Source: an optimization exercise on an open RTL-to-GDS flow (aim: small area, a short achievable clock period and few clock cycles per item). Production flows keep margins and buffers that such runs may drop.
RTL that was checked went through simulation tests only; none was proved equivalent to the original.
The RTL of run 1 was laid out without a check of its function.
No activity file was given, so power comes from the tool's default toggle rates.

==> flow/design.v (outline; a module is shown in full before it is edited, if it fits) <==
// module matvec_engine: 2314 lines
module matvec_engine #(
  parameter int N          = 8,
  parameter int DATA_WIDTH = 8,
  parameter int ACC_WIDTH  = 2*DATA_WIDTH+$clog2(N),
  parameter int ADDR_WIDTH = 32
) (
  input  logic                      clk,
  input  logic                      rst_n,
  input  logic                      start,
  input  logic                      signed_mode,
  input  logic [ADDR_WIDTH-1:0]     base_addr,
  output logic [ADDR_WIDTH-1:0]     mm_address,
  output logic                      mm_read,
  input  logic [N*DATA_WIDTH-1:0]   mm_readdata,
  input  logic                      mm_readdatavalid,
  input  logic                      mm_waitrequest,
  output logic [N*ACC_WIDTH-1:0]    c_out,
  output logic                      busy,
  output logic                      done,
  output logic [1:0]                current_state
);
  // ...
==> flow/flow/run.sh <==
#!/bin/bash
set -uo pipefail
cd "$(dirname "$0")/.."
bash standard.sh SETUP_SLACK_MARGIN=6.7 finish > standard_flow.log 2>&1
==> flow/standard.sh <==
#!/bin/bash
# synth_recipe.tcl (not shown) runs the flow's synth.tcl, then flattens the netlist and writes it again
# the make line also repeats each setting of config.mk as NAME=value (left out here)
make -C /OpenROAD-flow-scripts/flow DESIGN_CONFIG=/design/flow/config.mk WORK_HOME=/design/flow/orfs CLKGATE_MAP_FILE= SYNTH_SCRIPT=/design/flow/synth_recipe.tcl "${@:-finish}"
==> flow/config.mk <==
export PLATFORM = sky130hd
export DESIGN_NAME = matvec_engine
export DESIGN_NICKNAME = matvec_engine
export VERILOG_FILES = /design/flow/design.v
export SDC_FILE = /design/flow/constraint.sdc
export NUM_CORES = 4
export LEC_CHECK = 0
export CAP_MARGIN = 20
export CELL_PAD_IN_SITES_DETAIL_PLACEMENT = 1
export CELL_PAD_IN_SITES_GLOBAL_PLACEMENT = 1
export CORE_MARGIN = 2
export CORE_UTILIZATION = 35
export PLACE_DENSITY = 0.5
export SLEW_MARGIN = 20
==> flow/constraint.sdc <==
create_clock -name core_clock -period 10.0 [get_ports {clk}]
set_input_delay 2.0000 -clock core_clock [delete_from_list [all_inputs] [get_ports {clk}]]
set_output_delay 2.0000 -clock core_clock [all_outputs]
set_load 0.01 [all_outputs]
==> qor.txt, run 1 <==
Reg-to-Reg End: q1_897
CTS sink cnt: 598
Met3 WL: 8030 um
Ys async rst share: 0.0167
Hold slack: 0.354 ns
Largest Register: r_c
CTS Buffer Depth: 3
Post-Synth XOR/XNOR Area: 0.0276
CP Depth: 8
PnR worst setup slack: 6.54 ns
Main synth FF type: edfxtp_1
Placed inst area: 0.0356 mm2
Share of cells above drive strength 1: 0.181
Signal buffers share of area: 0.0892
Non-clock inverters: 434
CTS H-tree lvls: 3
Status: finished clean
Buffers & Inverters on Critical Path: 3
DR DRC count: 0
# resized after CTS: 739
Final net count: 3447
Number of synthesized flops with an enable pin: 297
TritonCTS Buffers: 73
Slowest-stage cell, CP: a222oi_1
Final non-filler cell total: 4175
Register Area: 0.0150 mm2
Clock-net power: 0.00282 W
DP Worst Slack: 5.63 ns
HP Start: p_v[1]
Design Area, Final: 0.0389 mm2
Placed instance count: 3862
Crit path kind: flip-flop to flip-flop
==> inputs of run 2 (changes only) <==
--- a/flow/design.v
+++ b/flow/design.v
@@ -16,17 +16,17 @@
   input  logic                      mm_readdatavalid,
   input  logic                      mm_waitrequest,
   output logic [N*ACC_WIDTH-1:0]    c_out,
   output logic                      busy,
   output logic                      done,
   output logic [1:0]                current_state
 );
   localparam int NP = N/2;                  
-  localparam int NS = 2;            
+  localparam int NS = 1;            
   logic                   r_busy, r_done, r_read;
   logic [3:0]             r_issue;         
   logic [3:0]             r_rcnt;          
   logic [ADDR_WIDTH-1:0]  r_addr;
   logic                   r_signed;
   wire w_start_ok = !r_busy && start;
   wire w_accept   = r_read && !mm_waitrequest;
   wire w_rsp      = r_busy && mm_readdatavalid;
@@ -955,106 +955,106 @@
   logic s827;
   logic c828;
   logic s829;
   logic c830;
   logic s831;
   logic c832;
   logic s833;
   logic c834;
-  logic q1_834;
-  logic q1_835;
-  logic q1_836;
-  logic q1_837;
-  logic q1_838;
-  logic q1_839;
-  logic q1_840;
-  logic q1_841;
-  logic q1_842;
-  logic q1_843;
-  logic q1_844;
-  logic q1_845;
-  logic q1_846;
-  logic q1_847;
-  logic q1_848;
-  logic q1_849;
-  logic q1_850;
-  logic q1_851;
-  logic q1_852;
-  logic q1_853;
-  logic q1_854;
-  logic q1_855;
-  logic q1_856;
-  logic q1_857;
-  logic q1_858;
-  logic q1_859;
-  logic q1_860;
-  logic q1_861;
-  logic q1_862;
-  logic q1_863;
-  logic q1_864;
-  logic q1_865;
-  logic q1_866;
-  logic q1_867;
-  logic q1_868;
-  logic q1_869;
-  logic q1_870;
-  logic q1_871;
-  logic q1_872;
-  logic q1_873;
-  logic q1_874;
-  logic q1_875;
-  logic q1_876;
-  logic q1_877;
-  logic q1_878;
-  logic q1_879;
-  logic q1_880;
-  logic q1_881;
-  logic q1_882;
-  logic q1_883;
-  logic q1_884;
-  logic q1_885;
-  logic q1_886;
-  logic q1_887;
-  logic q1_888;
-  logic q1_889;
-  logic q1_890;
-  logic q1_891;
-  logic q1_892;
-  logic q1_893;
-  logic q1_894;
-  logic q1_895;
-  logic q1_896;
-  logic q1_897;
-  logic q1_898;
-  logic q1_899;
-  logic q1_900;
-  logic q1_901;
-  logic q1_902;
-  logic q1_903;
-  logic q1_904;
-  logic q1_905;
-  logic q1_906;
-  logic q1_907;
-  logic q1_908;
-  logic q1_909;
-  logic q1_910;
-  logic q1_911;
-  logic q1_912;
-  logic q1_913;
-  logic q1_914;
-  logic q1_915;
-  logic q1_916;
-  logic q1_917;
-  logic q1_918;
-  logic q1_919;
-  logic q1_920;
-  logic q1_921;
-  logic q1_922;
-  logic q1_923;
+  logic s835;
+  logic c836;
+  logic s837;
+  logic c838;
+  logic s839;
+  logic c840;
+  logic s841;
+  logic c842;
+  logic s843;
+  logic c844;
+  logic s845;
+  logic c846;
+  logic s847;
+  logic c848;
+  logic s849;
+  logic c850;
+  logic s851;
+  logic c852;
+  logic s853;
+  logic c854;
+  logic s855;
+  logic c856;
+  logic s857;
+  logic c858;
+  logic s859;
+  logic c860;
+  logic s861;
+  logic c862;
+  logic s863;
+  logic c864;
+  logic s865;
+  logic c866;
+  logic s867;
+  logic c868;
+  logic s869;
+  logic c870;
+  logic s871;
+  logic c872;
+  logic s873;
+  logic c874;
+  logic s875;
+  logic c876;
+  logic s877;
+  logic c878;
+  logic s879;
+  logic c880;
+  logic s881;
+  logic c882;
+  logic s883;
+  logic c884;
+  logic s885;
+  logic c886;
+  logic s887;
+  logic c888;
+  logic s889;
+  logic c890;
+  logic s891;
+  logic c892;
+  logic s893;
+  logic c894;
+  logic s895;
+  logic c896;
+  logic s897;
+  logic c898;
+  logic s899;
+  logic c900;
+  logic s901;
+  logic c902;
+  logic s903;
+  logic c904;
+  logic s905;
+  logic c906;
+  logic s907;
+  logic c908;
+  logic s909;
+  logic c910;
+  logic s911;
+  logic c912;
+  logic s913;
+  logic c914;
+  logic s915;
+  logic c916;
+  logic s917;
+  logic c918;
+  logic s919;
+  logic c920;
+  logic s921;
+  logic c922;
+  logic s923;
+  logic c924;
   logic q1_924;
   logic q1_925;
   logic q1_926;
   logic q1_927;
   logic q1_928;
   logic q1_929;
   logic q1_930;
   logic q1_931;
@@ -1104,286 +1104,205 @@
   logic q1_975;
   logic q1_976;
   logic q1_977;
   logic q1_978;
   logic q1_979;
   logic q1_980;
   logic q1_981;
   logic q1_982;
-  logic s984;
-  logic c985;
-  logic s986;
-  logic c987;
-  logic s988;
-  logic c989;
-  logic s990;
-  logic c991;
-  logic s992;
-  logic c993;
-  logic s994;
-  logic c995;
-  logic s996;
-  logic c997;
-  logic s998;
-  logic c999;
-  logic s1000;
-  logic c1001;
-  logic s1002;
-  logic c1003;
-  logic s1004;
-  logic c1005;
-  logic s1006;
-  logic c1007;
-  logic s1008;
-  logic c1009;
-  logic s1010;
-  logic c1011;
-  logic s1012;
-  logic c1013;
-  logic s1014;
-  logic c1015;
-  logic s1016;
-  logic c1017;
-  logic s1018;
-  logic c1019;
-  logic s1020;
-  logic c1021;
-  logic s1022;
-  logic c1023;
-  logic s1024;
-  logic c1025;
-  logic s1026;
-  logic c1027;
-  logic s1028;
-  logic c1029;
-  logic s1030;
-  logic c1031;
-  logic s1032;
-  logic c1033;
-  logic s1034;
-  logic c1035;
-  logic s1036;
-  logic c1037;
-  logic s1038;
-  logic c1039;
-  logic s1040;
-  logic c1041;
-  logic s1042;
-  logic c1043;
-  logic s1044;
-  logic c1045;
-  logic s1046;
-  logic c1047;
-  logic s1048;
-  logic c1049;
-  logic s1050;
-  logic c1051;
-  logic s1052;
-  logic c1053;
-  logic s1054;
-  logic c1055;
-  logic s1056;
-  logic c1057;
-  logic s1058;
-  logic c1059;
-  logic s1060;
-  logic c1061;
-  logic s1062;
-  logic c1063;
-  logic s1064;
-  logic c1065;
-  logic s1066;
-  logic c1067;
-  logic s1068;
-  logic c1069;
-  logic s1070;
-  logic c1071;
-  logic s1072;
-  logic c1073;
-  logic s1074;
-  logic c1075;
-  logic s1076;
-  logic c1077;
-  logic s1078;
-  logic c1079;
-  logic s1080;
-  logic c1081;
-  logic s1082;
-  logic c1083;
-  logic s1084;
-  logic c1085;
-  logic s1086;
-  logic c1087;
-  logic s1088;
-  logic c1089;
-  logic s1090;
-  logic c1091;
-  logic s1092;
-  logic c1093;
-  logic s1094;
-  logic c1095;
-  logic s1096;
-  logic c1097;
-  logic s1098;
-  logic c1099;
-  logic s1100;
-  logic c1101;
-  logic s1102;
-  logic c1103;
-  logic s1104;
-  logic c1105;
-  logic s1106;
-  logic c1107;
-  logic s1108;
-  logic c1109;
-  logic s1110;
-  logic c1111;
-  logic s1112;
-  logic c1113;
-  logic s1114;
-  logic c1115;
-  logic s1116;
-  logic c1117;
-  logic s1118;
-  logic c1119;
-  logic s1120;
-  logic c1121;
-  logic s1122;
-  logic c1123;
-  logic s1124;
-  logic c1125;
-  logic s1126;
-  logic c1127;
-  logic s1128;
-  logic c1129;
-  logic s1130;
-  logic c1131;
-  logic s1132;
-  logic c1133;
-  logic s1134;
-  logic c1135;
-  logic s1136;
-  logic c1137;
-  logic s1138;
-  logic c1139;
-  logic s1140;
-  logic c1141;
-  logic s1142;
-  logic c1143;
-  logic s1144;
-  logic c1145;
-  logic s1146;
-  logic c1147;
-  logic s1148;
-  logic c1149;
-  logic s1150;
-  logic c1151;
-  logic s1152;
-  logic c1153;
-  logic s1154;
-  logic c1155;
-  logic s1156;
-  logic c1157;
-  logic s1158;
-  logic c1159;
-  logic s1160;
-  logic c1161;
-  logic s1162;
-  logic c1163;
-  logic s1164;
-  logic c1165;
-  logic s1166;
-  logic c1167;
-  logic s1168;
-  logic c1169;
-  logic s1170;
-  logic c1171;
-  logic s1172;
-  logic c1173;
-  logic s1174;
-  logic c1175;
-  logic s1176;
-  logic c1177;
-  logic s1178;
-  logic c1179;
-  logic s1180;
-  logic c1181;
-  logic s1182;
-  logic c1183;
-  logic s1184;
-  logic c1185;
-  logic s1186;
-  logic c1187;
-  logic s1188;
-  logic c1189;
-  logic s1190;
-  logic c1191;
-  logic s1192;
-  logic c1193;
-  logic s1194;
-  logic c1195;
-  logic s1196;
-  logic c1197;
-  logic s1198;
-  logic c1199;
-  logic s1200;
-  logic c1201;
-  logic s1202;
-  logic c1203;
-  logic s1204;
-  logic c1205;
-  logic s1206;
-  logic c1207;
-  logic s1208;
-  logic c1209;
-  logic s1210;
-  logic c1211;
-  logic s1212;
-  logic c1213;
-  logic s1214;
-  logic c1215;
-  logic q2_1215;
-  logic q2_1216;
-  logic q2_1217;
-  logic q2_1218;
-  logic q2_1219;
-  logic q2_1220;
-  logic q2_1221;
-  logic q2_1222;
-  logic q2_1223;
-  logic q2_1224;
-  logic q2_1225;
-  logic q2_1226;
-  logic q2_1227;
-  logic q2_1228;
-  logic q2_1229;
-  logic q2_1230;
-  logic q2_1231;
-  logic q2_1232;
-  logic q2_1233;
-  logic q2_1234;
-  logic q2_1235;
-  logic q2_1236;
-  logic q2_1237;
-  logic q2_1238;
-  logic q2_1239;
-  logic q2_1240;
-  logic q2_1241;
-  logic q2_1242;
-  logic q2_1243;
-  logic q2_1244;
-  logic q2_1245;
-  logic q2_1246;
-  logic q2_1247;
-  logic q2_1248;
-  logic q2_1249;
-  logic q2_1250;
-  logic q2_1251;
-  logic q2_1252;
+  logic q1_983;
+  logic q1_984;
+  logic q1_985;
+  logic q1_986;
+  logic q1_987;
+  logic q1_988;
+  logic q1_989;
+  logic q1_990;
+  logic q1_991;
+  logic q1_992;
+  logic q1_993;
+  logic q1_994;
+  logic q1_995;
+  logic q1_996;
+  logic q1_997;
+  logic q1_998;
+  logic q1_999;
+  logic q1_1000;
+  logic q1_1001;
+  logic q1_1002;
+  logic q1_1003;
+  logic q1_1004;
+  logic q1_1005;
+  logic q1_1006;
+  logic q1_1007;
+  logic q1_1008;
+  logic q1_1009;
+  logic q1_1010;
+  logic q1_1011;
+  logic q1_1012;
+  logic q1_1013;
+  logic q1_1014;
+  logic q1_1015;
+  logic q1_1016;
+  logic q1_1017;
+  logic q1_1018;
+  logic q1_1019;
+  logic q1_1020;
+  logic q1_1021;
+  logic q1_1022;
+  logic q1_1023;
+  logic q1_1024;
+  logic q1_1025;
+  logic q1_1026;
+  logic q1_1027;
+  logic q1_1028;
+  logic q1_1029;
+  logic s1031;
+  logic c1032;
+  logic s1033;
+  logic c1034;
+  logic s1035;
+  logic c1036;
+  logic s1037;
+  logic c1038;
+  logic s1039;
+  logic c1040;
+  logic s1041;
+  logic c1042;
+  logic s1043;
+  logic c1044;
+  logic s1045;
+  logic c1046;
+  logic s1047;
+  logic c1048;
+  logic s1049;
+  logic c1050;
+  logic s1051;
+  logic c1052;
+  logic s1053;
+  logic c1054;
+  logic s1055;
+  logic c1056;
+  logic s1057;
+  logic c1058;
+  logic s1059;
+  logic c1060;
+  logic s1061;
+  logic c1062;
+  logic s1063;
+  logic c1064;
+  logic s1065;
+  logic c1066;
+  logic s1067;
+  logic c1068;
+  logic s1069;
+  logic c1070;
+  logic s1071;
+  logic c1072;
+  logic s1073;
+  logic c1074;
+  logic s1075;
+  logic c1076;
+  logic s1077;
+  logic c1078;
+  logic s1079;
+  logic c1080;
+  logic s1081;
+  logic c1082;
+  logic s1083;
+  logic c1084;
+  logic s1085;
+  logic c1086;
+  logic s1087;
+  logic c1088;
+  logic s1089;
+  logic c1090;
+  logic s1091;
+  logic c1092;
+  logic s1093;
+  logic c1094;
+  logic s1095;
+  logic c1096;
+  logic s1097;
+  logic c1098;
+  logic s1099;
+  logic c1100;
+  logic s1101;
+  logic c1102;
+  logic s1103;
+  logic c1104;
+  logic s1105;
+  logic c1106;
+  logic s1107;
+  logic c1108;
+  logic s1109;
+  logic c1110;
+  logic s1111;
+  logic c1112;
+  logic s1113;
+  logic c1114;
+  logic s1115;
+  logic c1116;
+  logic s1117;
+  logic c1118;
+  logic s1119;
+  logic c1120;
+  logic s1121;
+  logic c1122;
+  logic s1123;
+  logic c1124;
+  logic s1125;
+  logic c1126;
+  logic s1127;
+  logic c1128;
+  logic s1129;
+  logic c1130;
+  logic s1131;
+  logic c1132;
+  logic s1133;
+  logic c1134;
+  logic s1135;
+  logic c1136;
+  logic s1137;
+  logic c1138;
+  logic s1139;
+  logic c1140;
+  logic s1141;
+  logic c1142;
+  logic s1143;
+  logic c1144;
+  logic s1145;
+  logic c1146;
+  logic s1147;
+  logic c1148;
+  logic s1149;
+  logic c1150;
+  logic s1151;
+  logic c1152;
+  logic s1153;
+  logic c1154;
+  logic s1155;
+  logic c1156;
+  logic s1157;
+  logic c1158;
+  logic s1159;
+  logic c1160;
+  logic s1161;
+  logic c1162;
+  logic s1163;
+  logic c1164;
+  logic s1165;
+  logic c1166;
+  logic s1167;
+  logic c1168;
+  logic s1169;
+  logic c1170;
+  logic s1171;
+  logic c1172;
   assign t1 = (r_d0[0] & r_b[0]) | (r_d1[0] & r_b[8]) | (r_d2[0] & r_s[0][0]);
   assign t2 = (r_d0[0] & r_b[1]) | (r_d1[0] & r_b[9]) | (r_d2[0] & r_s[0][1]);
   assign t3 = (r_d0[0] & r_b[2]) | (r_d1[0] & r_b[10]) | (r_d2[0] & r_s[0][2]);
   assign t4 = (r_d0[0] & r_b[3]) | (r_d1[0] & r_b[11]) | (r_d2[0] & r_s[0][3]);
   assign t5 = (r_d0[0] & r_b[4]) | (r_d1[0] & r_b[12]) | (r_d2[0] & r_s[0][4]);
   assign t6 = (r_d0[0] & r_b[5]) | (r_d1[0] & r_b[13]) | (r_d2[0] & r_s[0][5]);
   assign t7 = (r_d0[0] & r_b[6]) | (r_d1[0] & r_b[14]) | (r_d2[0] & r_s[0][6]);
   assign t8 = (r_d0[0] & r_b[7]) | (r_d1[0] & r_b[15]) | (r_d2[0] & r_s[0][7]);
@@ -1987,323 +1906,240 @@
   assign {c820, s819} = s711 + s713 + s715;
   assign {c822, s821} = c706 + c708 + c710;
   assign {c824, s823} = c712 + c714 + c716;
   assign {c826, s825} = s717 + s719 + s721;
   assign {c828, s827} = k361 + k371 + k381;
   assign {c830, s829} = c718 + c720 + c722;
   assign {c832, s831} = t88 + t176 + t264;
   assign {c834, s833} = t352 + k362 + k372;
-  assign {c985, s984} = q1_838 + q1_839 + q1_840;
-  assign {c987, s986} = q1_846 + q1_847 + q1_848;
-  assign {c989, s988} = q1_849 + q1_850 + q1_851;
-  assign {c991, s990} = q1_855 + q1_856 + q1_857;
-  assign {c993, s992} = q1_858 + q1_859 + q1_860;
-  assign {c995, s994} = q1_861 + q1_862;
-  assign {c997, s996} = q1_864 + q1_865 + q1_866;
-  assign {c999, s998} = q1_867 + q1_868 + q1_869;
-  assign {c1001, s1000} = q1_870 + q1_871 + q1_872;
-  assign {c1003, s1002} = q1_873 + q1_874 + q1_875;
-  assign {c1005, s1004} = q1_876 + q1_877 + q1_878;
-  assign {c1007, s1006} = q1_879 + q1_880 + q1_881;
-  assign {c1009, s1008} = q1_882 + q1_883 + q1_884;
-  assign {c1011, s1010} = q1_885 + q1_886 + q1_887;
-  assign {c1013, s1012} = q1_888 + q1_889 + q1_890;
-  assign {c1015, s1014} = q1_891 + q1_892 + q1_893;
-  assign {c1017, s1016} = q1_894 + q1_895 + q1_896;
-  assign {c1019, s1018} = q1_897 + q1_898 + q1_899;
-  assign {c1021, s1020} = q1_900 + q1_901 + q1_902;
-  assign {c1023, s1022} = q1_903 + q1_904 + q1_905;
-  assign {c1025, s1024} = q1_906 + q1_907 + q1_908;
-  assign {c1027, s1026} = q1_909 + q1_910 + q1_911;
-  assign {c1029, s1028} = q1_912 + q1_913 + q1_914;
-  assign {c1031, s1030} = q1_915 + q1_916 + q1_917;
-  assign {c1033, s1032} = q1_918 + q1_919 + q1_920;
-  assign {c1035, s1034} = q1_921 + q1_922 + q1_923;
-  assign {c1037, s1036} = q1_924 + q1_925 + q1_926;
-  assign {c1039, s1038} = q1_927 + q1_928 + q1_929;
-  assign {c1041, s1040} = q1_930 + q1_931 + q1_932;
-  assign {c1043, s1042} = q1_933 + q1_934 + 1'b1;
-  assign {c1045, s1044} = q1_935 + q1_936 + q1_937;
-  assign {c1047, s1046} = q1_938 + q1_939 + q1_940;
-  assign {c1049, s1048} = q1_941 + q1_942 + q1_943;
-  assign {c1051, s1050} = q1_944 + q1_945 + q1_946;
-  assign {c1053, s1052} = q1_947 + q1_948 + q1_949;
-  assign {c1055, s1054} = q1_950 + q1_951 + q1_952;
-  assign {c1057, s1056} = q1_953 + q1_954 + q1_955;
-  assign {c1059, s1058} = q1_956 + q1_957 + q1_958;
-  assign {c1061, s1060} = q1_959 + q1_960 + q1_961;
-  assign {c1063, s1062} = q1_962 + q1_963 + q1_964;
-  assign {c1065, s1064} = q1_965 + q1_966 + q1_967;
-  assign {c1067, s1066} = q1_968 + q1_969 + q1_970;
-  assign {c1069, s1068} = q1_971 + q1_972 + q1_973;
-  assign {c1071, s1070} = q1_974 + q1_975 + q1_976;
-  assign {c1073, s1072} = q1_977 + q1_978 + q1_979;
-  assign {c1075, s1074} = s984 + q1_841 + q1_842;
-  assign {c1077, s1076} = c985 + s986 + s988;
-  assign {c1079, s1078} = q1_852 + q1_853;
-  assign {c1081, s1080} = c987 + c989 + s990;
-  assign {c1083, s1082} = s992 + s994 + q1_863;
-  assign {c1085, s1084} = c991 + c993 + c995;
-  assign {c1087, s1086} = s996 + s998 + s1000;
-  assign {c1089, s1088} = c997 + c999 + c1001;
-  assign {c1091, s1090} = s1002 + s1004 + s1006;
-  assign {c1093, s1092} = c1003 + c1005 + c1007;
-  assign {c1095, s1094} = s1008 + s1010 + s1012;
-  assign {c1097, s1096} = c1009 + c1011 + c1013;
-  assign {c1099, s1098} = s1014 + s1016 + s1018;
-  assign {c1101, s1100} = c1015 + c1017 + c1019;
-  assign {c1103, s1102} = s1020 + s1022 + s1024;
-  assign {c1105, s1104} = c1021 + c1023 + c1025;
-  assign {c1107, s1106} = s1026 + s1028 + s1030;
-  assign {c1109, s1108} = c1027 + c1029 + c1031;
-  assign {c1111, s1110} = s1032 + s1034 + s1036;
-  assign {c1113, s1112} = c1033 + c1035 + c1037;
-  assign {c1115, s1114} = s1038 + s1040 + s1042;
-  assign {c1117, s1116} = c1039 + c1041 + c1043;
-  assign {c1119, s1118} = s1044 + s1046 + s1048;
-  assign {c1121, s1120} = c1045 + c1047 + c1049;
-  assign {c1123, s1122} = s1050 + s1052 + s1054;
-  assign {c1125, s1124} = c1051 + c1053 + c1055;
-  assign {c1127, s1126} = s1056 + s1058 + s1060;
-  assign {c1129, s1128} = c1057 + c1059 + c1061;
-  assign {c1131, s1130} = s1062 + s1064 + s1066;
-  assign {c1133, s1132} = c1063 + c1065 + c1067;
-  assign {c1135, s1134} = s1068 + s1070 + s1072;
-  assign {c1137, s1136} = c1069 + c1071 + c1073;
-  assign {c1139, s1138} = q1_980 + q1_981 + q1_982;
-  assign {c1141, s1140} = q1_834 + q1_835;
-  assign {c1143, s1142} = s1074 + q1_843 + q1_844;
-  assign {c1145, s1144} = c1075 + s1076 + s1078;
-  assign {c1147, s1146} = c1077 + c1079 + s1080;
-  assign {c1149, s1148} = c1081 + c1083 + s1084;
-  assign {c1151, s1150} = c1085 + c1087 + s1088;
-  assign {c1153, s1152} = c1089 + c1091 + s1092;
-  assign {c1155, s1154} = c1093 + c1095 + s1096;
-  assign {c1157, s1156} = c1097 + c1099 + s1100;
-  assign {c1159, s1158} = c1101 + c1103 + s1104;
-  assign {c1161, s1160} = c1105 + c1107 + s1108;
-  assign {c1163, s1162} = c1109 + c1111 + s1112;
-  assign {c1165, s1164} = c1113 + c1115 + s1116;
-  assign {c1167, s1166} = c1117 + c1119 + s1120;
-  assign {c1169, s1168} = c1121 + c1123 + s1124;
-  assign {c1171, s1170} = c1125 + c1127 + s1128;
-  assign {c1173, s1172} = c1129 + c1131 + s1132;
-  assign {c1175, s1174} = c1133 + c1135 + s1136;
-  assign {c1177, s1176} = c1137 + c1139;
-  assign {c1179, s1178} = s1140 + q1_836;
-  assign {c1181, s1180} = c1141 + s1142 + q1_845;
-  assign {c1183, s1182} = c1143 + s1144 + q1_854;
-  assign {c1185, s1184} = c1145 + s1146 + s1082;
-  assign {c1187, s1186} = c1147 + s1148 + s1086;
-  assign {c1189, s1188} = c1149 + s1150 + s1090;
-  assign {c1191, s1190} = c1151 + s1152 + s1094;
-  assign {c1193, s1192} = c1153 + s1154 + s1098;
-  assign {c1195, s1194} = c1155 + s1156 + s1102;
-  assign {c1197, s1196} = c1157 + s1158 + s1106;
-  assign {c1199, s1198} = c1159 + s1160 + s1110;
-  assign {c1201, s1200} = c1161 + s1162 + s1114;
-  assign {c1203, s1202} = c1163 + s1164 + s1118;
-  assign {c1205, s1204} = c1165 + s1166 + s1122;
-  assign {c1207, s1206} = c1167 + s1168 + s1126;
-  assign {c1209, s1208} = c1169 + s1170 + s1130;
-  assign {c1211, s1210} = c1171 + s1172 + s1134;
-  assign {c1213, s1212} = c1173 + s1174 + s1138;
-  assign {c1215, s1214} = c1175 + s1176 + 1'b1;
-  assign w_sum = {q2_1251, q2_1249, q2_1247, q2_1245, q2_1243, q2_1241, q2_1239, q2_1237, q2_1235, q2_1233, q2_1231, q2_1229, q2_1227, q2_1225, q2_1223, q2_1221, q2_1219, q2_1217, q2_1215} + {q2_1252, q2_1250, q2_1248, q2_1246, q2_1244, q2_1242, q2_1240, q2_1238, q2_1236, q2_1234, q2_1232, q2_1230, q2_1228, q2_1226, q2_1224, q2_1222, q2_1220, q2_1218, q2_1216};
+  assign {c836, s835} = t2 + t12 + t90;
+  assign {c838, s837} = s723 + s725 + t111;
+  assign {c840, s839} = t179 + t189 + t199;
+  assign {c842, s841} = c724 + c726 + s727;
+  assign {c844, s843} = s729 + s731 + t268;
+  assign {c846, s845} = t278 + t288;
+  assign {c848, s847} = c728 + c730 + c732;
+  assign {c850, s849} = s733 + s735 + s737;
+  assign {c852, s851} = s739 + t299 + t309;
+  assign {c854, s853} = c734 + c736 + c738;
+  assign {c856, s855} = c740 + s741 + s743;
+  assign {c858, s857} = s745 + s747 + t320;
+  assign {c860, s859} = c742 + c744 + c746;
+  assign {c862, s861} = c748 + s749 + s751;
+  assign {c864, s863} = s753 + s755 + t331;
+  assign {c866, s865} = c750 + c752 + c754;
+  assign {c868, s867} = c756 + s757 + s759;
+  assign {c870, s869} = s761 + s763 + k383;
+  assign {c872, s871} = c758 + c760 + c762;
+  assign {c874, s873} = c764 + s765 + s767;
+  assign {c876, s875} = s769 + s771 + k384;
+  assign {c878, s877} = c766 + c768 + c770;
+  assign {c880, s879} = c772 + s773 + s775;
+  assign {c882, s881} = s777 + s779 + r_signed;
+  assign {c884, s883} = c774 + c776 + c778;
+  assign {c886, s885} = c780 + s781 + s783;
+  assign {c888, s887} = s785 + s787 + k386;
+  assign {c890, s889} = c782 + c784 + c786;
+  assign {c892, s891} = c788 + s789 + s791;
+  assign {c894, s893} = s793 + s795 + 1'b1;
+  assign {c896, s895} = c790 + c792 + c794;
+  assign {c898, s897} = c796 + s797 + s799;
+  assign {c900, s899} = s801 + s803 + k388;
+  assign {c902, s901} = c798 + c800 + c802;
+  assign {c904, s903} = c804 + s805 + s807;
+  assign {c906, s905} = s809 + s811 + k389;
+  assign {c908, s907} = c806 + c808 + c810;
+  assign {c910, s909} = c812 + s813 + s815;
+  assign {c912, s911} = s817 + s819 + k390;
+  assign {c914, s913} = c814 + c816 + c818;
+  assign {c916, s915} = c820 + s821 + s823;
+  assign {c918, s917} = s825 + s827 + k391;
+  assign {c920, s919} = c822 + c824 + c826;
+  assign {c922, s921} = c828 + s829 + s831;
+  assign {c924, s923} = s833 + k382 + k392;
+  assign {c1032, s1031} = q1_928 + q1_929 + q1_930;
+  assign {c1034, s1033} = q1_934 + q1_935 + q1_936;
+  assign {c1036, s1035} = q1_937 + q1_938;
+  assign {c1038, s1037} = q1_940 + q1_941 + q1_942;
+  assign {c1040, s1039} = q1_943 + q1_944 + q1_945;
+  assign {c1042, s1041} = q1_946 + q1_947 + q1_948;
+  assign {c1044, s1043} = q1_949 + q1_950 + q1_951;
+  assign {c1046, s1045} = q1_952 + q1_953 + q1_954;
+  assign {c1048, s1047} = q1_955 + q1_956 + q1_957;
+  assign {c1050, s1049} = q1_958 + q1_959 + q1_960;
+  assign {c1052, s1051} = q1_961 + q1_962 + q1_963;
+  assign {c1054, s1053} = q1_964 + q1_965 + q1_966;
+  assign {c1056, s1055} = q1_967 + q1_968 + q1_969;
+  assign {c1058, s1057} = q1_970 + q1_971 + q1_972;
+  assign {c1060, s1059} = q1_973 + q1_974 + q1_975;
+  assign {c1062, s1061} = q1_976 + q1_977 + q1_978;
+  assign {c1064, s1063} = q1_979 + q1_980 + q1_981;
+  assign {c1066, s1065} = q1_982 + q1_983 + q1_984;
+  assign {c1068, s1067} = q1_985 + q1_986 + q1_987;
+  assign {c1070, s1069} = q1_988 + q1_989 + q1_990;
+  assign {c1072, s1071} = q1_991 + q1_992 + q1_993;
+  assign {c1074, s1073} = q1_994 + q1_995 + q1_996;
+  assign {c1076, s1075} = q1_997 + q1_998 + q1_999;
+  assign {c1078, s1077} = q1_1000 + q1_1001 + q1_1002;
+  assign {c1080, s1079} = q1_1003 + q1_1004 + q1_1005;
+  assign {c1082, s1081} = q1_1006 + q1_1007 + q1_1008;
+  assign {c1084, s1083} = q1_1009 + q1_1010 + q1_1011;
+  assign {c1086, s1085} = q1_1012 + q1_1013 + q1_1014;
+  assign {c1088, s1087} = q1_1015 + q1_1016 + q1_1017;
+  assign {c1090, s1089} = q1_1018 + q1_1019 + q1_1020;
+  assign {c1092, s1091} = q1_1021 + q1_1022 + q1_1023;
+  assign {c1094, s1093} = q1_1024 + q1_1025 + q1_1026;
+  assign {c1096, s1095} = q1_1027 + q1_1028 + q1_1029;
+  assign {c1098, s1097} = q1_924 + q1_925;
+  assign {c1100, s1099} = s1031 + q1_931 + q1_932;
+  assign {c1102, s1101} = c1032 + s1033 + s1035;
+  assign {c1104, s1103} = c1034 + c1036 + s1037;
+  assign {c1106, s1105} = c1038 + c1040 + s1041;
+  assign {c1108, s1107} = c1042 + c1044 + s1045;
+  assign {c1110, s1109} = c1046 + c1048 + s1049;
+  assign {c1112, s1111} = c1050 + c1052 + s1053;
+  assign {c1114, s1113} = c1054 + c1056 + s1057;
+  assign {c1116, s1115} = c1058 + c1060 + s1061;
+  assign {c1118, s1117} = c1062 + c1064 + s1065;
+  assign {c1120, s1119} = c1066 + c1068 + s1069;
+  assign {c1122, s1121} = c1070 + c1072 + s1073;
+  assign {c1124, s1123} = c1074 + c1076 + s1077;
+  assign {c1126, s1125} = c1078 + c1080 + s1081;
+  assign {c1128, s1127} = c1082 + c1084 + s1085;
+  assign {c1130, s1129} = c1086 + c1088 + s1089;
+  assign {c1132, s1131} = c1090 + c1092 + s1093;
+  assign {c1134, s1133} = c1094 + c1096;
+  assign {c1136, s1135} = s1097 + q1_926;
+  assign {c1138, s1137} = c1098 + s1099 + q1_933;
+  assign {c1140, s1139} = c1100 + s1101 + q1_939;
+  assign {c1142, s1141} = c1102 + s1103 + s1039;
+  assign {c1144, s1143} = c1104 + s1105 + s1043;
+  assign {c1146, s1145} = c1106 + s1107 + s1047;
+  assign {c1148, s1147} = c1108 + s1109 + s1051;
+  assign {c1150, s1149} = c1110 + s1111 + s1055;
+  assign {c1152, s1151} = c1112 + s1113 + s1059;
+  assign {c1154, s1153} = c1114 + s1115 + s1063;
+  assign {c1156, s1155} = c1116 + s1117 + s1067;
+  assign {c1158, s1157} = c1118 + s1119 + s1071;
+  assign {c1160, s1159} = c1120 + s1121 + s1075;
+  assign {c1162, s1161} = c1122 + s1123 + s1079;
+  assign {c1164, s1163} = c1124 + s1125 + s1083;
+  assign {c1166, s1165} = c1126 + s1127 + s1087;
+  assign {c1168, s1167} = c1128 + s1129 + s1091;
+  assign {c1170, s1169} = c1130 + s1131 + s1095;
+  assign {c1172, s1171} = c1132 + s1133 + 1'b1;
+  assign w_sum = {c1170, c1168, c1166, c1164, c1162, c1160, c1158, c1156, c1154, c1152, c1150, c1148, c1146, c1144, c1142, c1140, c1138, c1136, s1135} + {s1171, s1169, s1167, s1165, s1163, s1161, s1159, s1157, s1155, s1153, s1151, s1149, s1147, s1145, s1143, s1141, s1139, s1137, q1_927};
   always_ff @(posedge clk) begin
-    q1_834 <= t1;
-    q1_835 <= t89;
-    q1_836 <= t177;
-    q1_837 <= t265;
-    q1_838 <= t2;
-    q1_839 <= t12;
-    q1_840 <= t90;
-    q1_841 <= t100;
-    q1_842 <= t178;
-    q1_843 <= t188;
-    q1_844 <= t266;
-    q1_845 <= t276;
-    q1_846 <= s723;
-    q1_847 <= s725;
-    q1_848 <= t111;
-    q1_849 <= t179;
-    q1_850 <= t189;
-    q1_851 <= t199;
-    q1_852 <= t267;
-    q1_853 <= t277;
-    q1_854 <= t287;
-    q1_855 <= c724;
-    q1_856 <= c726;
-    q1_857 <= s727;
-    q1_858 <= s729;
-    q1_859 <= s731;
-    q1_860 <= t268;
-    q1_861 <= t278;
-    q1_862 <= t288;
-    q1_863 <= t298;
-    q1_864 <= c728;
-    q1_865 <= c730;
-    q1_866 <= c732;
-    q1_867 <= s733;
-    q1_868 <= s735;
-    q1_869 <= s737;
-    q1_870 <= s739;
-    q1_871 <= t299;
-    q1_872 <= t309;
-    q1_873 <= c734;
-    q1_874 <= c736;
-    q1_875 <= c738;
-    q1_876 <= c740;
-    q1_877 <= s741;
-    q1_878 <= s743;
-    q1_879 <= s745;
-    q1_880 <= s747;
-    q1_881 <= t320;
-    q1_882 <= c742;
-    q1_883 <= c744;
-    q1_884 <= c746;
-    q1_885 <= c748;
-    q1_886 <= s749;
-    q1_887 <= s751;
-    q1_888 <= s753;
-    q1_889 <= s755;
-    q1_890 <= t331;
-    q1_891 <= c750;
-    q1_892 <= c752;
-    q1_893 <= c754;
-    q1_894 <= c756;
-    q1_895 <= s757;
-    q1_896 <= s759;
-    q1_897 <= s761;
-    q1_898 <= s763;
-    q1_899 <= k383;
-    q1_900 <= c758;
-    q1_901 <= c760;
-    q1_902 <= c762;
-    q1_903 <= c764;
-    q1_904 <= s765;
-    q1_905 <= s767;
-    q1_906 <= s769;
-    q1_907 <= s771;
-    q1_908 <= k384;
-    q1_909 <= c766;
-    q1_910 <= c768;
-    q1_911 <= c770;
-    q1_912 <= c772;
-    q1_913 <= s773;
-    q1_914 <= s775;
-    q1_915 <= s777;
-    q1_916 <= s779;
-    q1_917 <= r_signed;
-    q1_918 <= c774;
-    q1_919 <= c776;
-    q1_920 <= c778;
-    q1_921 <= c780;
-    q1_922 <= s781;
-    q1_923 <= s783;
-    q1_924 <= s785;
-    q1_925 <= s787;
-    q1_926 <= k386;
-    q1_927 <= c782;
-    q1_928 <= c784;
-    q1_929 <= c786;
-    q1_930 <= c788;
-    q1_931 <= s789;
-    q1_932 <= s791;
-    q1_933 <= s793;
-    q1_934 <= s795;
-    q1_935 <= c790;
-    q1_936 <= c792;
-    q1_937 <= c794;
-    q1_938 <= c796;
-    q1_939 <= s797;
-    q1_940 <= s799;
-    q1_941 <= s801;
-    q1_942 <= s803;
-    q1_943 <= k388;
-    q1_944 <= c798;
-    q1_945 <= c800;
-    q1_946 <= c802;
-    q1_947 <= c804;
-    q1_948 <= s805;
-    q1_949 <= s807;
-    q1_950 <= s809;
-    q1_951 <= s811;
-    q1_952 <= k389;
-    q1_953 <= c806;
-    q1_954 <= c808;
-    q1_955 <= c810;
-    q1_956 <= c812;
-    q1_957 <= s813;
-    q1_958 <= s815;
-    q1_959 <= s817;
-    q1_960 <= s819;
-    q1_961 <= k390;
-    q1_962 <= c814;
-    q1_963 <= c816;
-    q1_964 <= c818;
-    q1_965 <= c820;
-    q1_966 <= s821;
-    q1_967 <= s823;
-    q1_968 <= s825;
-    q1_969 <= s827;
-    q1_970 <= k391;
-    q1_971 <= c822;
-    q1_972 <= c824;
-    q1_973 <= c826;
-    q1_974 <= c828;
-    q1_975 <= s829;
-    q1_976 <= s831;
-    q1_977 <= s833;
-    q1_978 <= k382;
-    q1_979 <= k392;
-    q1_980 <= c830;
-    q1_981 <= c832;
-    q1_982 <= c834;
-  end
-  always_ff @(posedge clk) begin
-    q2_1215 <= s1178;
-    q2_1216 <= q1_837;
-    q2_1217 <= c1179;
-    q2_1218 <= s1180;
-    q2_1219 <= c1181;
-    q2_1220 <= s1182;
-    q2_1221 <= c1183;
-    q2_1222 <= s1184;
-    q2_1223 <= c1185;
-    q2_1224 <= s1186;
-    q2_1225 <= c1187;
-    q2_1226 <= s1188;
-    q2_1227 <= c1189;
-    q2_1228 <= s1190;
-    q2_1229 <= c1191;
-    q2_1230 <= s1192;
-    q2_1231 <= c1193;
-    q2_1232 <= s1194;
-    q2_1233 <= c1195;
-    q2_1234 <= s1196;
-    q2_1235 <= c1197;
-    q2_1236 <= s1198;
-    q2_1237 <= c1199;
-    q2_1238 <= s1200;
-    q2_1239 <= c1201;
-    q2_1240 <= s1202;
-    q2_1241 <= c1203;
-    q2_1242 <= s1204;
-    q2_1243 <= c1205;
-    q2_1244 <= s1206;
-    q2_1245 <= c1207;
-    q2_1246 <= s1208;
-    q2_1247 <= c1209;
-    q2_1248 <= s1210;
-    q2_1249 <= c1211;
-    q2_1250 <= s1212;
-    q2_1251 <= c1213;
-    q2_1252 <= s1214;
+    q1_924 <= t1;
+    q1_925 <= t89;
+    q1_926 <= t177;
+    q1_927 <= t265;
+    q1_928 <= s835;
+    q1_929 <= t100;
+    q1_930 <= t178;
+    q1_931 <= t188;
+    q1_932 <= t266;
+    q1_933 <= t276;
+    q1_934 <= c836;
+    q1_935 <= s837;
+    q1_936 <= s839;
+    q1_937 <= t267;
+    q1_938 <= t277;
+    q1_939 <= t287;
+    q1_940 <= c838;
+    q1_941 <= c840;
+    q1_942 <= s841;
+    q1_943 <= s843;
+    q1_944 <= s845;
+    q1_945 <= t298;
+    q1_946 <= c842;
+    q1_947 <= c844;
+    q1_948 <= c846;
+    q1_949 <= s847;
+    q1_950 <= s849;
+    q1_951 <= s851;
+    q1_952 <= c848;
+    q1_953 <= c850;
+    q1_954 <= c852;
+    q1_955 <= s853;
+    q1_956 <= s855;
+    q1_957 <= s857;
+    q1_958 <= c854;
+    q1_959 <= c856;
+    q1_960 <= c858;
+    q1_961 <= s859;
+    q1_962 <= s861;
+    q1_963 <= s863;
+    q1_964 <= c860;
+    q1_965 <= c862;
+    q1_966 <= c864;
+    q1_967 <= s865;
+    q1_968 <= s867;
+    q1_969 <= s869;
+    q1_970 <= c866;
+    q1_971 <= c868;
+    q1_972 <= c870;
+    q1_973 <= s871;
+    q1_974 <= s873;
+    q1_975 <= s875;
+    q1_976 <= c872;
+    q1_977 <= c874;
+    q1_978 <= c876;
+    q1_979 <= s877;
+    q1_980 <= s879;
+    q1_981 <= s881;
+    q1_982 <= c878;
+    q1_983 <= c880;
+    q1_984 <= c882;
+    q1_985 <= s883;
+    q1_986 <= s885;
+    q1_987 <= s887;
+    q1_988 <= c884;
+    q1_989 <= c886;
+    q1_990 <= c888;
+    q1_991 <= s889;
+    q1_992 <= s891;
+    q1_993 <= s893;
+    q1_994 <= c890;
+    q1_995 <= c892;
+    q1_996 <= c894;
+    q1_997 <= s895;
+    q1_998 <= s897;
+    q1_999 <= s899;
+    q1_1000 <= c896;
+    q1_1001 <= c898;
+    q1_1002 <= c900;
+    q1_1003 <= s901;
+    q1_1004 <= s903;
+    q1_1005 <= s905;
+    q1_1006 <= c902;
+    q1_1007 <= c904;
+    q1_1008 <= c906;
+    q1_1009 <= s907;
+    q1_1010 <= s909;
+    q1_1011 <= s911;
+    q1_1012 <= c908;
+    q1_1013 <= c910;
+    q1_1014 <= c912;
+    q1_1015 <= s913;
+    q1_1016 <= s915;
+    q1_1017 <= s917;
+    q1_1018 <= c914;
+    q1_1019 <= c916;
+    q1_1020 <= c918;
+    q1_1021 <= s919;
+    q1_1022 <= s921;
+    q1_1023 <= s923;
+    q1_1024 <= c920;
+    q1_1025 <= c922;
+    q1_1026 <= c924;
+    q1_1027 <= c830;
+    q1_1028 <= c832;
+    q1_1029 <= c834;
   end
   logic [ACC_WIDTH-1:0] r_c [N];
   always_ff @(posedge clk) begin
     if (p_v[NS]) begin
       r_c[0] <= w_sum;
       for (int i = 1; i < N; i++) r_c[i] <= r_c[i-1];
     end
   end
==> flow/run.sh (new file) <==
#!/bin/bash
# synth_recipe.tcl (not shown) runs the flow's synth.tcl, then flattens the netlist and writes it again
# the make line also repeats each setting of config.mk as NAME=value (left out here)
make -C /OpenROAD-flow-scripts/flow DESIGN_CONFIG=/design/flow/config.mk WORK_HOME=/design/flow/orfs CLKGATE_MAP_FILE= SYNTH_SCRIPT=/design/flow/synth_recipe.tcl finish
--- a/flow/config.mk
+++ b/flow/config.mk
@@ -6,9 +6,10 @@
 export NUM_CORES = 4
 export LEC_CHECK = 0
 export CAP_MARGIN = 20
 export CELL_PAD_IN_SITES_DETAIL_PLACEMENT = 1
 export CELL_PAD_IN_SITES_GLOBAL_PLACEMENT = 1
 export CORE_MARGIN = 2
 export CORE_UTILIZATION = 35
 export PLACE_DENSITY = 0.5
+export SETUP_SLACK_MARGIN = 5
 export SLEW_MARGIN = 20
removed: flow/flow/run.sh
removed: flow/standard.sh
==> run 2 against run 1 <==
Non-clock buffer count decreased by 176. Clock skew increased by 0.042 ns. Hold slack got worse by 0.0034 ns. Final area decreased by 8.0%. Clock-buffer cell count increased by 3. Critical path depth decreased by 1. Largest power group unchanged. Highest routed layer unchanged.
==> qor.txt, run 2 <==
Later-pin clock latency in the skew report: 0.67 ns (was 0.65 ns)
Crit path kind: flip-flop to flip-flop (unchanged)
Crit-path most repeated cell: fa_1 (unchanged)
Final HPWL DP: 79700 um (was 82000 um)
WP data arrival: 4.76 ns (was 4.00 ns)
Largest net degree at the start of global routing: 89 (was 78)
Placed inst area: 0.0337 mm2 (was 0.0356 mm2)
PortBufs: 289 (unchanged)
FF-to-FF Start: r_b[1] (was r_d0[8])
Largest Register: r_c (unchanged)
# rows: 107 (was 110)
Final slew viol count: 0 (unchanged)
CORE AREA: 0.0853 mm2 (was 0.0903 mm2)
Top cell types by occurrence after synthesis: 388 x inv_1, 326 x fa_1, 297 x edfxtp_1 (was 433 x inv_1, 326 x fa_1, 297 x edfxtp_1)
Number of synthesized flops with an enable pin: 297 (unchanged)
GRT Util Overall: 0.231 (was 0.234)
Synth top area cells: edfxtp_1 30%, fa_1 22%, dfxtp_1 14%, a222oi_1 9.7%, inv_1 4.8% (was edfxtp_1 28%, fa_1 20%, dfxtp_1 18%, a222oi_1 9.3%, inv_1 5.1%)
Most common cell in the netlist: inv_1 (unchanged)
Family with the most delay on the worst path: adder cells (unchanged)
Final ANT Viol Nets: 0 (unchanged)
I/O Pins: 291 (unchanged)
Wirelength, routed: 103000 um (was 110000 um)
Status: finished clean (unchanged)
DR DRC count: 0 (unchanged)
# Post-CTS Setup Buffers: 0 (was 148)
CP Cell Sequence: a222oi_1, fa_1, fa_1, fa_1, fa_1, inv_1, fa_1 (was a222oi_1, fa_1, inv_2, fa_1, inv_2, fa_1, fa_1, inv_1)
Buffers & Inverters on Critical Path: 1 (was 3)
DP Worst Slack: 5.64 ns (was 5.63 ns)
CTS H-tree lvls: 2 (was 3)
Largest area contributor in the netlist: edfxtp_1 (unchanged)
Share of cells above drive strength 1: 0.0459 (was 0.181)
Reg-to-Reg End: q1_969 (was q1_897)
Synth Area per Inst: 12.2 um2 (was 12.3 um2)
Worst R2R Path Depth: 7 (was 8)
Mapped Cells: 2472 (was 2613)
# resized after CTS: 0 (was 739)
Net Count, Synth: 2982 (was 3123)
Min Tclk post-route: 4.24 ns (was 3.46 ns)
Commonest cells after routing, fill and taps aside: 388 x inv_1, 326 x fa_1, 297 x edfxtp_1, 292 x a222oi_1, 289 x clkdlybuf4s50_1 (was 428 x inv_1, 307 x fa_1, 297 x edfxtp_1, 296 x a222oi_1, 288 x dfxtp_1)
Drt initial violations: 3491 (was 3782)
Pleak: 14.0 nW (was 16.1 nW)
CTS Buffer Depth: 3 (unchanged)
Diodes inserted: 0 (was 1)
Main synth FF type: edfxtp_1 (unchanged)
Biggest regs: r_c (152), r_b (64), r_s (40) (unchanged)
Setup crit end kind: flip-flop (unchanged)
GP Congestion: 0.938 (was 0.867)
Antenna violations before repair: 0 (was 2)
Vias/cell: 5.57 (was 5.46)
Setup TNS: 0 ns (unchanged)
Clock Skews: 0.0656 ns (was 0.0237 ns)
VDD IR max: 0.426 mV (was 0.246 mV)
Initial core utilization: 0.353 (was 0.355)
Startpoint types: flip-flop (unchanged)
Via count: 21200 (was 22800)
Total grt overflow: 0 (unchanged)
Die area: 0.0884 mm2 (was 0.0939 mm2)
CTS tree: built (unchanged)
Design Area, Final: 0.0358 mm2 (was 0.0389 mm2)
Total Power: 0.0154 W (was 0.0135 W)
Area Growth Syn to Fin: 18.7% (was 21.4%)
Clock Pin Slew Worst Setup and Hold Paths: 0.06 ns (about the same)
Routed wire length per instance: 27.2 um (was 26.3 um)
Post-Syn Area: 0.0301 mm2 (was 0.0320 mm2)
RSZ-0062 raised after global routing: no (was yes)
CTS Hold Bufs: 0 (unchanged)
Slowest-stage cell, CP: a222oi_1 (unchanged)
Finished Core Util: 0.419 (was 0.431)
Number of global-route vias before repair: 22500 (was 24500)
Root Buffer Master: clkbuf_16 (unchanged)
Ys async rst share: 0.0155 (was 0.0167)
Max-Cap Viols: 0 (unchanged)
Die height: 297 um (was 306 um)
Synth unique cells: 60 (was 57)
TritonCTS Buffers: 59 (was 73)
Final Hold Fails: 0 (unchanged)
Max FFs per register: 152 (unchanged)
Final net count: 3118 (was 3447)
Worst EP required: 10.52 ns (was 10.54 ns)
Hold Path Class: flip-flop to flip-flop (unchanged)
Worst Path Max Fanout: 10 (unchanged)
R2R Setup Slk: 5.76 ns (was 6.54 ns)
1st-pass router iterations: 14 (unchanged)
Ys Warns: 3 (unchanged)
First-pass GRT wire length: 154000 um (was 163000 um)
Synth top area share: 0.296 (was 0.279)
Die W: 297 um (was 306 um)
Hold endpoint: p_v[1] (was p_v[2])
Hold path depth: 0 (unchanged)
# setup viols final: 0 (unchanged)
Commonest non-fill, non-tap cell in the layout: inv_1 (unchanged)
Seq/Total Area, Yosys: 0.442 (was 0.468)
CTS sink cnt: 515 (was 598)
P per Cell Area: 430 mW/mm2 (was 349 mW/mm2)
Slowest stage delay, CP: 0.82 ns (was 0.81 ns)
Max-slew headroom: 0.214 (was 0.331)
FF+latch count, synth: 515 (was 598)
Timing-limited maximum frequency: 236 MHz (was 289 MHz)
HP Start: r_v (was p_v[1])
PnR worst setup slack: 5.76 ns (was 6.54 ns)
Worst-margin pin slew: 1.18 ns (was 1.00 ns)
Final Cycle Share: 0.424 (was 0.346)
## run 2: cell types whose count changed after synthesis, sizes merged, moves of 5 or more
cell    before  now
xnor2       75   69
nor3b        0    5
nand2       69   92
clkbuf     218  205
o21ai       57   32
o21a         9    4
xor2        26   31
dfxtp      291  210
nand3b       1    8
inv        433  388
buf          6   17
nand2b      16    8
## run 2: through the flow
step                      hold WS, ns  std cells
after floorplan                 0.331       2472
after global placement          0.332       3691
after detailed placement        0.339       3691
after CTS                       0.353       3803
after global routing            0.357       3803
final                           0.350       3803
## run 2: kinds of logic after synthesis
family / share of synthesized area
DFF: 0.442
other: 0.000124
adders and majority gates: 0.251
AOI/OAI and AO/OA: 0.129
buffers and inverters: 0.0764
xor gates and xnor gates: 0.0291
and+or+nand+nor: 0.0703
muxes: 0.00233
## run 2: layer usage
layer,share of wire,track usage,vias up
met3,0.072,0.0409,169
met1,0.39,0.287,10900
li1,-,-,9051
met4,0.038,0.0788,0
met5,0,0,-
met2,0.50,0.404,1049
## run 2: worst max-delay path by stage
| stage | depth (start not counted) | start | end | slack (ns) |
|---|---|---|---|---|
| 2_1_floorplan | 2 | mm_readdatavalid | r_b[0] | 5.67 |
| 3_3_place_gp | 8 | base_addr[3] | r_addr[19] | 5.65 |
| 3_5_place_dp | 8 | base_addr[3] | r_addr[19] | 5.64 |
| 4_1_cts | 12 | q1_936 | r_c[0][18] | 5.73 |
| 5_1_grt | 12 | q1_934 | r_c[0][18] | 5.58 |
| 6_report | 7 | r_b[1] | q1_969 | 5.76 |
## run 2: area by class of cell
class,count,area (um2)
multi-input cells,1346,14500
repair buffers,297,2960
fillers,8938,49500
flip-flops and latches,515,13300
clock inverters,28,268
inverters,389,1460
well taps,1144,1430
clock buffers,84,1800
## run 2: where the power goes
part / internal [W] / switching, W
clock: 0.00131 / 0.000938
sequential: 0.00333 / 0.000592
combinational: 0.00395 / 0.00525
total: 0.00860 / 0.00678
Testbench counts of run 2, summed over its fixed seeds: cycles 3,584, runs 256.

[afterwards: timing with drivers on the ports]
The results above use ideal ports. As a check the final layouts listed here were re-extracted and re-timed, cells and wires unchanged.
Step 1 sets driving cells, clkbuf_16 on the clock port and buf_2 on the other inputs (assumed; they add their load-dependent delay and slew).
Step 2 moves the port delays by t, midway between the first and last clock arrival at a register: inputs arrive t later, outputs are due t later. That takes back most of the time a late clock gives input paths.
Three values: ideal ports, drivers, drivers and shift; two values: the first two.
| run | t, ns | setup slack, ns | hold slack, ns |
|---|---|---|---|
| run 1 | 0.708 | 6.541 / 6.541 / 6.071 | 0.354 / 0.354 / 0.354 |
| run 2 | 0.701 | 5.765 / 5.765 / 5.612 | 0.350 / 0.350 / 0.350 |
After both steps setup and hold are still met in every run listed. The setup slack of run 1, which loses most, moves by 0.000 ns with the drivers and by -0.470 ns with both steps.
